Context: an optimization exercise on an open-source flow, tuned for small area, a short achievable clock period and few clock cycles per item. The choices shown serve that exercise and are no tape-out recipe.
Function was checked by simulation only, so behaviour that the tests miss may differ from the original.
Power and IR drop assume default switching activity.

### flow/design.v
package hpq_pkg;
    localparam int VALUE_W  = 32;
    localparam int COUNT_W  = 8;
    localparam int STATUS_W = 2;
    typedef logic signed [VALUE_W-1:0] value_t;
    typedef enum logic
    {
        OP_INSERT = 1'b0,
        OP_REMOVE = 1'b1
    } op_t;
    typedef enum logic [STATUS_W-1:0]
    {
        STATUS_DONE  = 2'd0,
        STATUS_EMPTY = 2'd1,
        STATUS_FULL  = 2'd2
    } status_t;
    typedef enum logic [2:0]
    {
        ST_IDLE,
        ST_LAST,
        ST_UP,
        ST_DOWN,
        ST_PUT,
        ST_DONE
    } state_t;
    typedef struct packed
    {
        value_t               top_value;
        logic                 top_valid;
        logic [COUNT_W-1:0]   entry_count;
        status_t              status;
    } res_t;
endpackage
module hpq_mem #(
    parameter int CAPACITY = 128
) (
    input  logic                clk,
    input  logic                rst_n,
    input  logic                ins,         
    input  logic                rem,         
    input  hpq_pkg::value_t     key,
    output hpq_pkg::value_t     top_next,    
    output logic                nonempty,    
    output logic                gt1,         
    output logic                full         
);
    localparam int N = CAPACITY;
    localparam int W = hpq_pkg::VALUE_W;
    logic [N-1:0]   vld;
    logic [N-1:0]   stay;
    logic [N*W-1:0] ent;
    always_ff @(posedge clk or negedge rst_n)
    begin
        if (!rst_n)
        begin
            vld <= '0;
        end
        else if (ins)
        begin
            vld <= {vld[N-2:0], 1'b1};
        end
        else if (rem)
        begin
            vld <= {1'b0, vld[N-1:1]};
        end
    end
    genvar i;
    for (i = 0; i < N; i++)
    begin : g_ent
        hpq_pkg::value_t q;
        hpq_pkg::value_t up;
        hpq_pkg::value_t down;
        logic            prev_stay;
        assign stay[i]        = vld[i] && (q >= key);
        assign ent[i*W +: W]  = q;
        if (i == 0)
        begin : g_first
            assign prev_stay = 1'b1;
            assign down      = key;
        end
        else
        begin : g_rest
            assign prev_stay = stay[i-1];
            assign down      = ent[(i-1)*W +: W];
        end
        if (i == N - 1)
        begin : g_last
            assign up = q;
        end
        else
        begin : g_notlast
            assign up = ent[(i+1)*W +: W];
        end
        always_ff @(posedge clk)
        begin
            if (rem)
            begin
                q <= up;
            end
            else if (ins && !stay[i])
            begin
                q <= prev_stay ? key : down;
            end
        end
    end
    assign top_next = rem ? ent[W +: W]
                    : (ins && !stay[0]) ? key
                    : ent[0 +: W];
    assign nonempty = vld[0];
    assign gt1      = vld[1];
    assign full     = vld[N-1];
endmodule
module hpq_ctrl #(
    parameter int CAPACITY = 128
) (
    input  logic                clk,
    input  logic                rst_n,
    input  logic                req_valid,
    output logic                req_ready,
    input  logic                req_opcode,
    input  hpq_pkg::value_t     req_value,
    output logic                rsp_valid,
    input  logic                rsp_ready,
    output hpq_pkg::res_t       rsp
);
    localparam int CW = $clog2(CAPACITY + 1);
    logic               in_valid;
    logic               in_op;
    hpq_pkg::value_t    in_val;
    logic [1:0]         q_cnt;
    hpq_pkg::res_t      q_head;
    hpq_pkg::res_t      q_tail;
    logic               ready_reg;
    logic               take;
    logic               exec;
    logic               pop;
    logic               ins;
    logic               rem;
    logic               nonempty;
    logic               gt1;
    logic               full;
    hpq_pkg::value_t    top_next;
    logic [CW-1:0]      count_reg;
    logic [CW-1:0]      count_next;
    logic [CW+7:0]      count_ext;
    hpq_pkg::res_t      res;
    logic               in_valid_next;
    logic [1:0]         q_cnt_next;
    logic [2:0]         occ_next;
    assign take = req_valid && ready_reg;
    assign exec = in_valid && (q_cnt != 2'd2);
    assign pop  = (q_cnt != 2'd0) && rsp_ready;
    assign ins  = exec && (in_op == hpq_pkg::OP_INSERT) && !full;
    assign rem  = exec && (in_op == hpq_pkg::OP_REMOVE) && nonempty;
    hpq_mem #(
        .CAPACITY (CAPACITY)
    ) u_mem (
        .clk      (clk),
        .rst_n    (rst_n),
        .ins      (ins),
        .rem      (rem),
        .key      (in_val),
        .top_next (top_next),
        .nonempty (nonempty),
        .gt1      (gt1),
        .full     (full)
    );
    always_comb
    begin
        count_next = count_reg;
        if (ins)
        begin
            count_next = CW'(count_reg + 1'b1);
        end
        else if (rem)
        begin
            count_next = CW'(count_reg - 1'b1);
        end
    end
    assign count_ext     = (CW + 8)'(count_next);
    assign res.top_valid = ins || (rem ? gt1 : nonempty);
    assign res.top_value = res.top_valid ? top_next : '0;
    assign res.entry_count = count_ext[7:0];
    assign res.status    = (in_op == hpq_pkg::OP_INSERT)
                           ? (full ? hpq_pkg::STATUS_FULL : hpq_pkg::STATUS_DONE)
                           : (nonempty ? hpq_pkg::STATUS_DONE : hpq_pkg::STATUS_EMPTY);
    assign in_valid_next = take || (in_valid && !exec);
    always_comb
    begin
        q_cnt_next = q_cnt;
        if (exec && !pop)
        begin
            q_cnt_next = q_cnt + 1'b1;
        end
        else if (!exec && pop)
        begin
            q_cnt_next = q_cnt - 1'b1;
        end
    end
    assign occ_next = {2'b00, in_valid_next} + {1'b0, q_cnt_next};
    always_ff @(posedge clk or negedge rst_n)
    begin
        if (!rst_n)
        begin
            in_valid  <= 1'b0;
            q_cnt     <= 2'd0;
            count_reg <= '0;
            ready_reg <= 1'b1;
        end
        else
        begin
            in_valid  <= in_valid_next;
            q_cnt     <= q_cnt_next;
            count_reg <= count_next;
            ready_reg <= (occ_next <= 3'd2);
        end
    end
    always_ff @(posedge clk)
    begin
        if (!in_valid || exec)
        begin
            in_op  <= req_opcode;
            in_val <= req_value;
        end
        if (q_cnt == 2'd0 || (q_cnt == 2'd1 && pop))
        begin
            q_head <= res;
        end
        else if (pop)
        begin
            q_head <= q_tail;
        end
        if (exec)
        begin
            q_tail <= res;
        end
    end
    assign req_ready = ready_reg;
    assign rsp_valid = (q_cnt != 2'd0);
    assign rsp       = q_head;
endmodule
module max_heap_priority_queue_top #(
    parameter int CAPACITY = 128
) (
    input  logic        clk,
    input  logic        rst_n,
    input  logic        req_valid,
    output logic        req_ready,
    input  logic        req_opcode,
    input  logic [31:0] req_value,
    output logic        rsp_valid,
    input  logic        rsp_ready,
    output logic [31:0] rsp_top_value,
    output logic        rsp_top_valid,
    output logic [7:0]  rsp_entry_count,
    output logic [1:0]  rsp_status
);
    hpq_pkg::res_t      rsp;
    hpq_ctrl #(
        .CAPACITY (CAPACITY)
    ) u_ctrl (
        .clk       (clk),
        .rst_n     (rst_n),
        .req_valid (req_valid),
        .req_ready (req_ready),
        .req_opcode(req_opcode),
        .req_value (req_value),
        .rsp_valid (rsp_valid),
        .rsp_ready (rsp_ready),
        .rsp       (rsp)
    );
    assign rsp_top_value   = rsp.top_value;
    assign rsp_top_valid   = rsp.top_valid;
    assign rsp_entry_count = rsp.entry_count;
    assign rsp_status      = rsp.status;
endmodule
### flow/run.sh
#!/bin/bash
# synth_recipe.tcl (not shown) runs the flow's synth.tcl, then flattens the netlist and writes it again
# the make line also repeats each setting of config.mk as NAME=value (left out here)
make -C /OpenROAD-flow-scripts/flow DESIGN_CONFIG=/design/flow/config.mk WORK_HOME=/design/flow/orfs CLKGATE_MAP_FILE= SYNTH_SCRIPT=/design/flow/synth_recipe.tcl finish
### flow/config.mk
export PLATFORM = sky130hd
export DESIGN_NAME = max_heap_priority_queue_top
export DESIGN_NICKNAME = max_heap_priority_queue_top
export VERILOG_FILES = /design/flow/design.v
export SDC_FILE = /design/flow/constraint.sdc
export NUM_CORES = 4
export LEC_CHECK = 0
export CAP_MARGIN = 20
export CORE_MARGIN = 2
export CORE_UTILIZATION = 30
export PLACE_DENSITY = 0.4
export SLEW_MARGIN = 20
### flow/constraint.sdc
create_clock -name core_clock -period 10.0 [get_ports {clk}]
set_input_delay 2.0000 -clock core_clock [delete_from_list [all_inputs] [get_ports {clk}]]
set_output_delay 2.0000 -clock core_clock [all_outputs]
set_load 0.01 [all_outputs]
==> metrics.sh, run 1 <==
OUTCOME='no timing/DRC/antenna violations'
VIAS_PER_CELL=6.12
WORST_SETUP_PATH_START_KIND='register'
TIMING.CRITICAL_PATH.ARRIVAL_NS=6.96
YOSYSWARNINGS=2
GRT_USAGE=0.300
GRT_REMAINING_OVERFLOW=0
WORST-PATH-MAX-FANOUT=65
HOLDCRITSTARTPOINT='u_ctrl.count_reg[7]'
FIRST_PASS_ITERS=8
CTS_TREE='done'
IR_DROP_uV=193
POST_SYNTHESIS_SEQUENTIAL_AREA_RATIO=0.414
POSTLAYOUTCOREUTIL=0.337
FINAL-INSTANCE-COUNT-EXCL-FILL=45200
CTS_MAX_LEVEL=6
REPORT.FINAL.HOLD_VIOL_COUNT=0
DRTITER0DRC=33100
CTS_BUFFER_DEPTH=5
MULTI_INPUT_GATE_AREA_IN_THE_FINAL_LAYOUT_MM2=0.175
POST_ROUTE_CELLS_DRIVE_ABOVE_1_SHARE=0.0698
WL_PER_CELL_UM=36.4
REGISTERS.TOP_BY_FF_COUNT='u_ctrl.u_mem.g_ent.q'
CLK-INSERTION-DELAY-LATE_NS=1.18
LARGEST_REGISTERS='u_ctrl.u_mem.g_ent.q (4096), u_ctrl.u_mem.vld (128)'
ROUTE.VIAS.TOTAL=277000
POWER_PER_CELL_AREA_mW_PER_MM2=313
FINAL.PERIOD_UTILIZATION=0.613
DIE-AREA_MM2=1.05
ROUTE.ANTENNA.REMAINING_NETS=0
POST_SYNTH_AND_OR_NAND_NOR_AREA_FRACTION=0.137
DRV.MAX_CAP_VIOLATION_COUNT=0
ROOT_BUFFER_CELL='clkbuf_16'
FINALSETUPVIOLCOUNT=0
HOLD_DEPTH=1
SYNTHMUXAREASHARE=0.0737
FINAL-SEQ-AREA_MM2=0.130
TRANSITION_TIME_OF_THE_TIGHTEST_SLEW_CHECK_PIN_NS=1.28
TRITONCTS_NUM_SINKS=4355
SYNTHCELLS=31600
CTS_MADE_BUFFERS=608
DESIGN.CORE.AREA_MM2=1.04
CTS-RESIZED-GATES=0
FIN_CRIT_NS=6.13
POSTLAYOUTCELLAREA_MM2=0.351
SYNTH_EDF_COUNT=4183
WORSTPATHREQUIRED_NS=10.83
SETUP.REG_TO_REG.WORST_SLACK_NS=3.87
GRT_FIRST_PASS_WIRELENGTH_UM=2240000
LARGEST_NET_DEGREE_AT_THE_START_OF_GLOBAL_ROUTING=231
HPWLAFTERDP_UM=1140000
POSTPLACECELLAREA_MM2=0.331
SYNTH_TOP_FAMILY_BY_AREA='compound AO/OA/AOI/OAI gates'
SYNTH_FA_HA_AREA_FRAC=0.163
DRC=0
R2R_END='u_ctrl.u_mem.g_ent[29].q[22]'
FINAL.SETUP_SKEW_NS=0.0672
ASYNC_FLOP_SHARE=0.0321
FILLERINSTANCES=106000
DIEHEIGHT_UM=1030
NUMPORTBUFFERS=81
SYNTHXORXNORAREAFRAC=0.000447
START_UTIL=0.301
CTSHOLDBUFFERS=0
LAYOUT-AREA-OVERHEAD-VS-SYNTH_PCT=12.0
YS_SEQ_ELEMENTS=4355
LARGEST_REGISTER_FFS=4096
MAXCLOCKFREQUENCY_MHz=163
CRITICAL_PATH.ENDPOINT_TYPE='register'
SYNTH_NETS=35700
PLACE_WORST_SETUP_SLACK_NS=3.98
FIRST_GLOBAL_VIAS=264000
NUM_ROWS=375
POST_SYNTH_INSTANCE_AREA_MM2=0.313
SLEW-LIMIT-HEADROOM=0.148
SYNTHFLOPTYPE='edfxtp_1'
NUM_IO_PINS=82
PLACE_INST=44000
UNREPAIRED_SETUP_ENDPOINTS_AFTER_GLOBAL_ROUTING='false'
RR_STARTPOINT='u_ctrl.in_val[1]'
NETS_FINAL=34900
CLKTRANSATPATHREGS_NS=0.06
INITIAL_ANTENNA_VIOLATION_COUNT=164
FINALSETUPTNS_NS=0
SYNTH_COMPOUND_AREA_FRAC=0.179
HOLD_PATH_CLASS='register to register'
FINAL-MAX-SLEW-VIOLATION-COUNT=0
P_LEAK_nW=139
FINAL.SETUP.WORST_SLACK_NS=3.87
WHS_ENDPOINT='u_ctrl.count_reg[7]'
DETAIL_ROUTE.WIRELENGTH_UM=1650000
SYNTH.AVG_CELL_AREA_UM2=9.92
FLOORPLAN.DIE.WIDTH_UM=1030
REG2REGPATHDEPTH=14
FIN_HOLD_WS_NS=0.505
TOTALPOWERFINAL_mW=110
CRITPATHKIND='register to register'
CTS_POST_SETUP_BUFFERS_INSERTED=0
YS_TYPES=100
ROUTABILITY_CONGESTION_ESTIMATE_FROM_GLOBAL_PLACEMENT=0.933
-- critical path: stages (launching register included) --
cell and delay, ns:
edfxtp_1 0.32, buf_4 0.60, inv_8 0.40, ha_1 0.45, nor2b_1 0.14, o21a_1 0.12
o21ai_0 0.09, a2111oi_0 0.85, o31ai_1 0.33, a21oi_1 0.21, a41o_2 0.11, buf_4 0.57
a21boi_0 0.22, o21ai_2 0.82, buf_4 0.41
-- routing by layer --
metal / share of wire / up-vias / GRT usage / wire, um
met5: 0.00016 / - / 0 / 263
met4: 0.055 / 36 / 0.145 / 91200
met3: 0.078 / 2812 / 0.0541 / 128000
met2: 0.44 / 12900 / 0.461 / 718000
met1: 0.43 / 141000 / 0.407 / 707000
li1: - / 120000 / - / -
-- kinds of logic after synthesis --
group | after synthesis
and+or+nand+nor | 9885
AOI/OAI and AO/OA | 8353
DFF | 4355
adders and majority gates | 4072
buffers and inverters | 2588
muxes | 2300
xor gates and xnor gates | 16
-- cell usage in the layout, fill, tap and decap left out, types with 702 or more instances in the layout --
cell type	Yosys	routed
ha_1	4072	4072
nand4_1	845	845
a221o_1	1318	1318
edfxtp_1	4183	4183
buf_4	83	702
nor2_1	3055	3017
a21oi_1	1713	1707
mux2i_1	2246	2243
nand2_1	4074	4028
o21ai_0	2566	2486
-- cell usage after synthesis (343+ instances only) --
library cell,count,area [um^2]
a211oi_1,503,3780
a21o_1,685,5140
a21oi_1,1713,8570
a221o_1,1318,13200
clkbuf_1,1788,6710
edfxtp_1,4183,126000
ha_1,4072,50900
inv_1,343,1290
mux2i_1,2246,22500
nand2_1,4074,15300
nand3_1,451,2260
nand4_1,845,5290
nor2_1,3055,11500
nor3_1,633,3170
o21ai_0,2566,12800
-- how the worst max path moves through the flow --
stage	slack (ns)	to	depth (start not counted)	startpoint
2_1_floorplan	2.34	u_ctrl.u_mem.g_ent[116].q[0]	13	u_ctrl.in_val[17]
3_3_place_gp	3.75	u_ctrl.u_mem.g_ent[1].q[25]	14	u_ctrl.in_val[1]
5_1_grt	3.69	u_ctrl.u_mem.g_ent[29].q[22]	14	u_ctrl.in_val[1]
4_1_cts	3.96	u_ctrl.u_mem.g_ent[11].q[16]	15	u_ctrl.in_val[1]
6_report	3.87	u_ctrl.u_mem.g_ent[29].q[22]	14	u_ctrl.in_val[1]
3_5_place_dp	3.98	u_ctrl.u_mem.g_ent[11].q[20]	15	u_ctrl.in_val[1]
-- layout make-up --
class,instances,share of cell area
Antenna cell,153,0.00109
Tap cell,13800,0.0491
Timing Repair Buffer,871,0.0224
Inverter,345,0.00439
Clock inverter,292,0.00763
Sequential cell,4355,0.370
Clock buffer,807,0.0470
Multi-Input combinational cell,24600,0.498
-- power by group --
part / total (mW) / internal, mW / switching (mW)
registers: 36.1 / 28.9 / 7.25
clock network: 22.2 / 12.5 / 9.63
logic: 51.3 / 18.4 / 32.9
Testbench counts, summed over its fixed seeds: cycles 12,016, items 12,000.
==> run 2, diff against run 1 <==
==> flow/flow/run.sh (new file) <==
#!/bin/bash
# Layout: the standard flow (standard.sh: the standard synthesis and the
# ORFS steps with config.mk), with two changes:
#  - timing repair aims at a setup margin of 6 ns instead of 0, so that it
#    works on every path longer than 4 ns (the clock period and constraints
#    stay as given);
#  - global routing uses flow/fastroute.tcl, which offers the global router
#    less of met1, to ease detailed routing.
# ORFS writes each tool's full output under orfs/logs/; make's own output
# goes to flow_make.log in this folder.
set -euo pipefail
bash standard.sh SETUP_SLACK_MARGIN=6 FASTROUTE_TCL="$PWD/flow/fastroute.tcl" finish > flow_make.log 2>&1
==> flow/flow/fastroute.tcl (new file) <==
# Global routing layers as the platform sets them, with less of met1's
# capacity offered to the global router, so that more wiring goes to the
# upper layers and met1 is left for reaching the cells' pins.
set_global_routing_layer_adjustment met1 0.5
set_global_routing_layer_adjustment met2 0.3
set_global_routing_layer_adjustment met3-met5 0.2
set_routing_layers -clock met3-met5
set_routing_layers -signal met1-met5
==> flow/standard.sh (new file) <==
#!/bin/bash
# synth_recipe.tcl (not shown) runs the flow's synth.tcl, then flattens the netlist and writes it again
# the make line also repeats each setting of config.mk as NAME=value (left out here)
make -C /OpenROAD-flow-scripts/flow DESIGN_CONFIG=/design/flow/config.mk WORK_HOME=/design/flow/orfs CLKGATE_MAP_FILE= SYNTH_SCRIPT=/design/flow/synth_recipe.tcl "${@:-finish}"
removed: flow/run.sh
==> metrics.sh, run 2 <==
ROUTABILITY_CONGESTION_ESTIMATE_FROM_GLOBAL_PLACEMENT=0.957  # was 0.933
YOSYS.AREA.TOP_TYPE_SHARE=0.401  # unchanged
LARGEST_REGISTER_FFS=4096  # unchanged
MAXCLOCKFREQUENCY_MHz=221  # was 163 MHz
ROUTE.ANTENNA.REMAINING_NETS=0  # unchanged
CTS_MAX_LEVEL=6  # unchanged
TIMING.CRITICAL_PATH.ARRIVAL_NS=2.53  # was 6.96 ns
CP_NUM_BUF_INV=1  # was 4
SYNTHFLOPTYPE='edfxtp_1'  # unchanged
MOST-COMMON-LAYOUT-CELLS='4183 x edfxtp_1, 3933 x nand2_1, 3755 x ha_1'  # was 4183 x edfxtp_1, 4072 x ha_1, 4028 x nand2_1
DRV.MAX_CAP_VIOLATION_COUNT=0  # unchanged
SYNTH.AVG_CELL_AREA_UM2=9.92  # unchanged
POWER.SHARE.SWITCHING=0.445  # was 0.454
FINALSETUPVIOLCOUNT=0  # unchanged
CLKTRANSATPATHREGS_NS=0.06  # about the same
WORSTPATHREQUIRED_NS=8.00  # was 10.83 ns
POST_SYNTHESIS_SEQUENTIAL_AREA_RATIO=0.414  # unchanged
CRITPATHKIND='register to output pin'  # was register to register
HOLD_PATH_CLASS='register to register'  # unchanged
WL_PER_CELL_UM=39.7  # was 36.4 um
POST_SYNTH_INSTANCE_AREA_MM2=0.313  # unchanged
CLOCK_POWER_SHARE=0.152  # was 0.202
GRT_REMAINING_OVERFLOW=0  # unchanged
SYNTH_NETS=35700  # unchanged
GRTUSAGEMET1=0.560  # was 0.407
PLACE_WORST_SETUP_SLACK_NS=2.69  # was 3.98 ns
FILLERINSTANCES=99400  # was 106000
P_LEAK_nW=171  # was 139 nW
SLEW-LIMIT-HEADROOM=-0.0627  # was 0.148
LAYOUT-AREA-OVERHEAD-VS-SYNTH_PCT=39.1  # was 12.0%
TRITONCTS_NUM_SINKS=4355  # unchanged
CRIT_CHAIN='buf_6'  # was buf_4 -> inv_8 -> ha_1 -> nor2b_1 -> o21a_1 -> o21ai_0 -> a2111oi_0 -> o31ai_1 -> a21oi_1 -> a41o_2 -> buf_4 -> a21boi_0 -> o21ai_2 -> buf_4
WORST_SETUP_PATH_START_KIND='register'  # unchanged
LARGEST_NET_DEGREE_AT_THE_START_OF_GLOBAL_ROUTING=158  # was 231
SYNTH_COMMON_CELLS='4183 x edfxtp_1, 4074 x nand2_1, 4072 x ha_1'  # unchanged
VIAS_PER_CELL=6.11  # was 6.12
POSTLAYOUTCELLAREA_MM2=0.436  # was 0.351 mm^2
DETAIL_ROUTE.WIRELENGTH_UM=1920000  # was 1650000 um
REGISTERS.TOP_BY_FF_COUNT='u_ctrl.u_mem.g_ent.q'  # unchanged
YOSYS.CELL_COUNT.TOP_TYPE='edfxtp_1'  # unchanged
NUM_ROWS=375  # unchanged
YS_TYPES=100  # unchanged
CHECK_FAILURES='max-slew violations'
ROUTE.VIAS.TOTAL=296000  # was 277000
DRTITER0DRC=20600  # was 33100
MOST_COMMON_CELL_AFTER_LAYOUT_FILL_AND_TAPS_ASIDE='edfxtp_1'  # unchanged
CTS_BUFFER_DEPTH=5  # unchanged
POST_ROUTE_CELLS_DRIVE_ABOVE_1_SHARE=0.251  # was 0.0698
SLOWEST_DELAY_NS=1.09  # was 0.85 ns
FINAL.SETUP_SKEW_NS=0.0665  # was 0.0672 ns
POSTPLACECELLAREA_MM2=0.336  # was 0.331 mm^2
WORST-PATH-MAX-FANOUT=1  # was 65
IR_DROP_uV=186  # was 193 uV
POSTLAYOUTCOREUTIL=0.418  # was 0.337
YOSYS-TOP-CELLS-AREA='edfxtp_1 40%, ha_1 16%, mux2i_1 7.2%'  # unchanged
GLOBAL_ROUTE.USAGE.MET3=0.219  # was 0.0541
ROOT_BUFFER_CELL='clkbuf_16'  # unchanged
CELLINTERNALPOWER_mW=79.7  # was 59.8 mW
FIRST_GLOBAL_VIAS=291000  # was 264000
NETS_FINAL=38100  # was 34900
SYNTHCELLS=31600  # unchanged
FINALSETUPTNS_NS=0  # unchanged
YS_SEQ_ELEMENTS=4355  # unchanged
CTS_TREE='done'  # unchanged
CTS_MADE_BUFFERS=609  # was 608
FINAL.PERIOD_UTILIZATION=0.453  # was 0.613
PATH_DELAY_FAMILY='flip-flops'  # was compound AO/OA/AOI/OAI gates
DIEHEIGHT_UM=1030  # unchanged
CLK-INSERTION-DELAY-LATE_NS=1.19  # was 1.18 ns
SYNTH_EDF_COUNT=4183  # unchanged
HPWLAFTERDP_UM=1090000  # was 1140000 um
DESIGN.CORE.AREA_MM2=1.04  # unchanged
LARGEST_REGISTERS='u_ctrl.u_mem.g_ent.q (4096), u_ctrl.u_mem.vld (128)'  # unchanged
FINAL.SETUP.WORST_SLACK_NS=5.47  # was 3.87 ns
FLOORPLAN.DIE.WIDTH_UM=1030  # unchanged
UNREPAIRED_SETUP_ENDPOINTS_AFTER_GLOBAL_ROUTING='true'  # was false
FIN_CRIT_NS=4.53  # was 6.13 ns
INITIAL_ANTENNA_VIOLATION_COUNT=159  # was 164
GLOBAL_ROUTE.USAGE.MET2=0.527  # was 0.461
NUM_IO_PINS=82  # unchanged
P_SWITCHING_mW=63.8  # was 49.8 mW
OUTCOME='complete, but fails checks'  # was no timing/DRC/antenna violations
DRC=0  # unchanged
FIRST_PASS_ITERS=12  # was 8
TRANSITION_TIME_OF_THE_TIGHTEST_SLEW_CHECK_PIN_NS=1.59  # was 1.28 ns
REPORT.FINAL.HOLD_VIOL_COUNT=0  # unchanged
YOSYSWARNINGS=2  # unchanged
GRT_FIRST_PASS_WIRELENGTH_UM=2460000  # was 2240000 um
GRT-BUSIEST-LAYER='met1'  # was met2
START_UTIL=0.301  # unchanged
PLACE_INST=43900  # was 44000
SYNTH_TOP_AREA_CELL='edfxtp_1'  # unchanged
NUMPORTBUFFERS=81  # unchanged
POWER_PER_CELL_AREA_mW_PER_MM2=330  # was 313 mW/mm^2
TIMING.CRITICAL_PATH.SLOWEST_STAGE_CELL='edfxtp_1'  # was a2111oi_0
FINAL-INSTANCE-COUNT-EXCL-FILL=48400  # was 45200
CRITICAL_PATH.ENDPOINT_TYPE='output pin'  # was register
POWER_FRAC_SEQ=0.249  # was 0.330
FINAL-MAX-SLEW-VIOLATION-COUNT=51  # was 0
DIE-AREA_MM2=1.05  # unchanged
COMBPWRFRAC=0.599  # was 0.468
GRT_USAGE=0.401  # was 0.300
ASYNC_FLOP_SHARE=0.0321  # unchanged
run 2: final timing paths:
check	depth (start not counted)	slack, ns	endpoint	from
max	1	5.47	rsp_top_value[2]	u_ctrl.q_head[13]
min	1	0.51	u_ctrl.count_reg[7]	u_ctrl.count_reg[7]
max reg2reg	20	5.63	u_ctrl.u_mem.g_ent[96].q[17]	u_ctrl.in_val[24]
min reg2reg	1	0.51	u_ctrl.count_reg[7]	u_ctrl.count_reg[7]
max in group asynchronous	3	7.08	u_ctrl.u_mem.vld[116]	rst_n
min in group asynchronous	1	0.85	u_ctrl.u_mem.vld[21]	rst_n
run 2: metrics by stage:
stage	hold WS, ns	power (mW)
2_1_floorplan	0.456	69.6
3_3_place_gp	0.483	86.4
3_5_place_dp	0.494	87.5
4_1_cts	0.511	126
5_1_grt	0.549	149
6_report	0.507	144
run 2: repair_timing:
| action | CTS | global route |
|---|---|---|
| cloned | 527 | 460 |
| resized for setup | 3381 | 4480 |
| hold buffers | 0 | 0 |
| setup buffers | 1239 | 920 |
| pin swaps | 709 | 1766 |
| setup endpoints to repair | 8387 | 8019 |
run 2: power by group through the flow:
| stage | logic, mW | registers (mW) | clock network, mW |
|---|---|---|---|
| final | 86.0 | 35.8 | 21.8 |
| after global routing | 90.6 | 35.9 | 22.6 |
| after CTS | 68.6 | 35.2 | 22.0 |
| after detailed placement | 52.0 | 35.5 | 0 |
| after global placement | 50.8 | 35.5 | 0 |
| after floorplan | 38.0 | 31.5 | 0 |
run 2: layout make-up:
class	instances	area [um^2]	area share
multi-input combinational	24800	207000	0.475
sequential	4355	130000	0.298
timing repair buffer	3789	60900	0.140
tap	13800	17200	0.0395
clock buffer	818	16600	0.0381
clock inverter	273	2050	0.00471
inverter	345	1460	0.00336
antenna	238	596	0.00137
run 2: cell families after synthesis:
| family | synth area share |
|---|---|
| adders and majority gates | 0.163 |
| buffers and inverters | 0.0331 |
| and+or+nand+nor | 0.137 |
| DFF | 0.414 |
| muxes | 0.0737 |
| AOI/OAI and AO/OA | 0.179 |
| xor gates and xnor gates | 0.000447 |
run 2: metal layers:
| metal | vias to the layer above | part of all wire |
|---|---|---|
| met5 | - | 0.0014 |
| met4 | 163 | 0.098 |
| met3 | 5908 | 0.15 |
| met2 | 16700 | 0.40 |
| met1 | 146000 | 0.35 |
| li1 | 127000 | - |

## afterwards: timing with drivers on the ports
The results above use ideal ports. As a check the final layouts listed here were re-extracted and re-timed, cells and wires unchanged. Step 1: set_driving_cell puts a clkbuf_16 on clk and a buf_2 on each other input, an assumption about the parent block. Step 2 times the ports against the registers' clock, not the clock port: input delays grow and output delays shrink by t, the midpoint of the rising clock arrivals with the driver on. Slacks: ideal / step 1 / step 2; pairs: ideal / step 1.
run	t (ns)	setup slack, ns	hold WS [ns]
run 1	1.307	3.869 / 3.869 / 3.869	0.505 / 0.505 / 0.505
run 2	1.320	5.473 / 5.310 / 4.835	0.507 / 0.507 / 0.507
The setup slack of run 2, which loses most, moves by -0.163 ns with the drivers and by -0.638 ns with both steps.
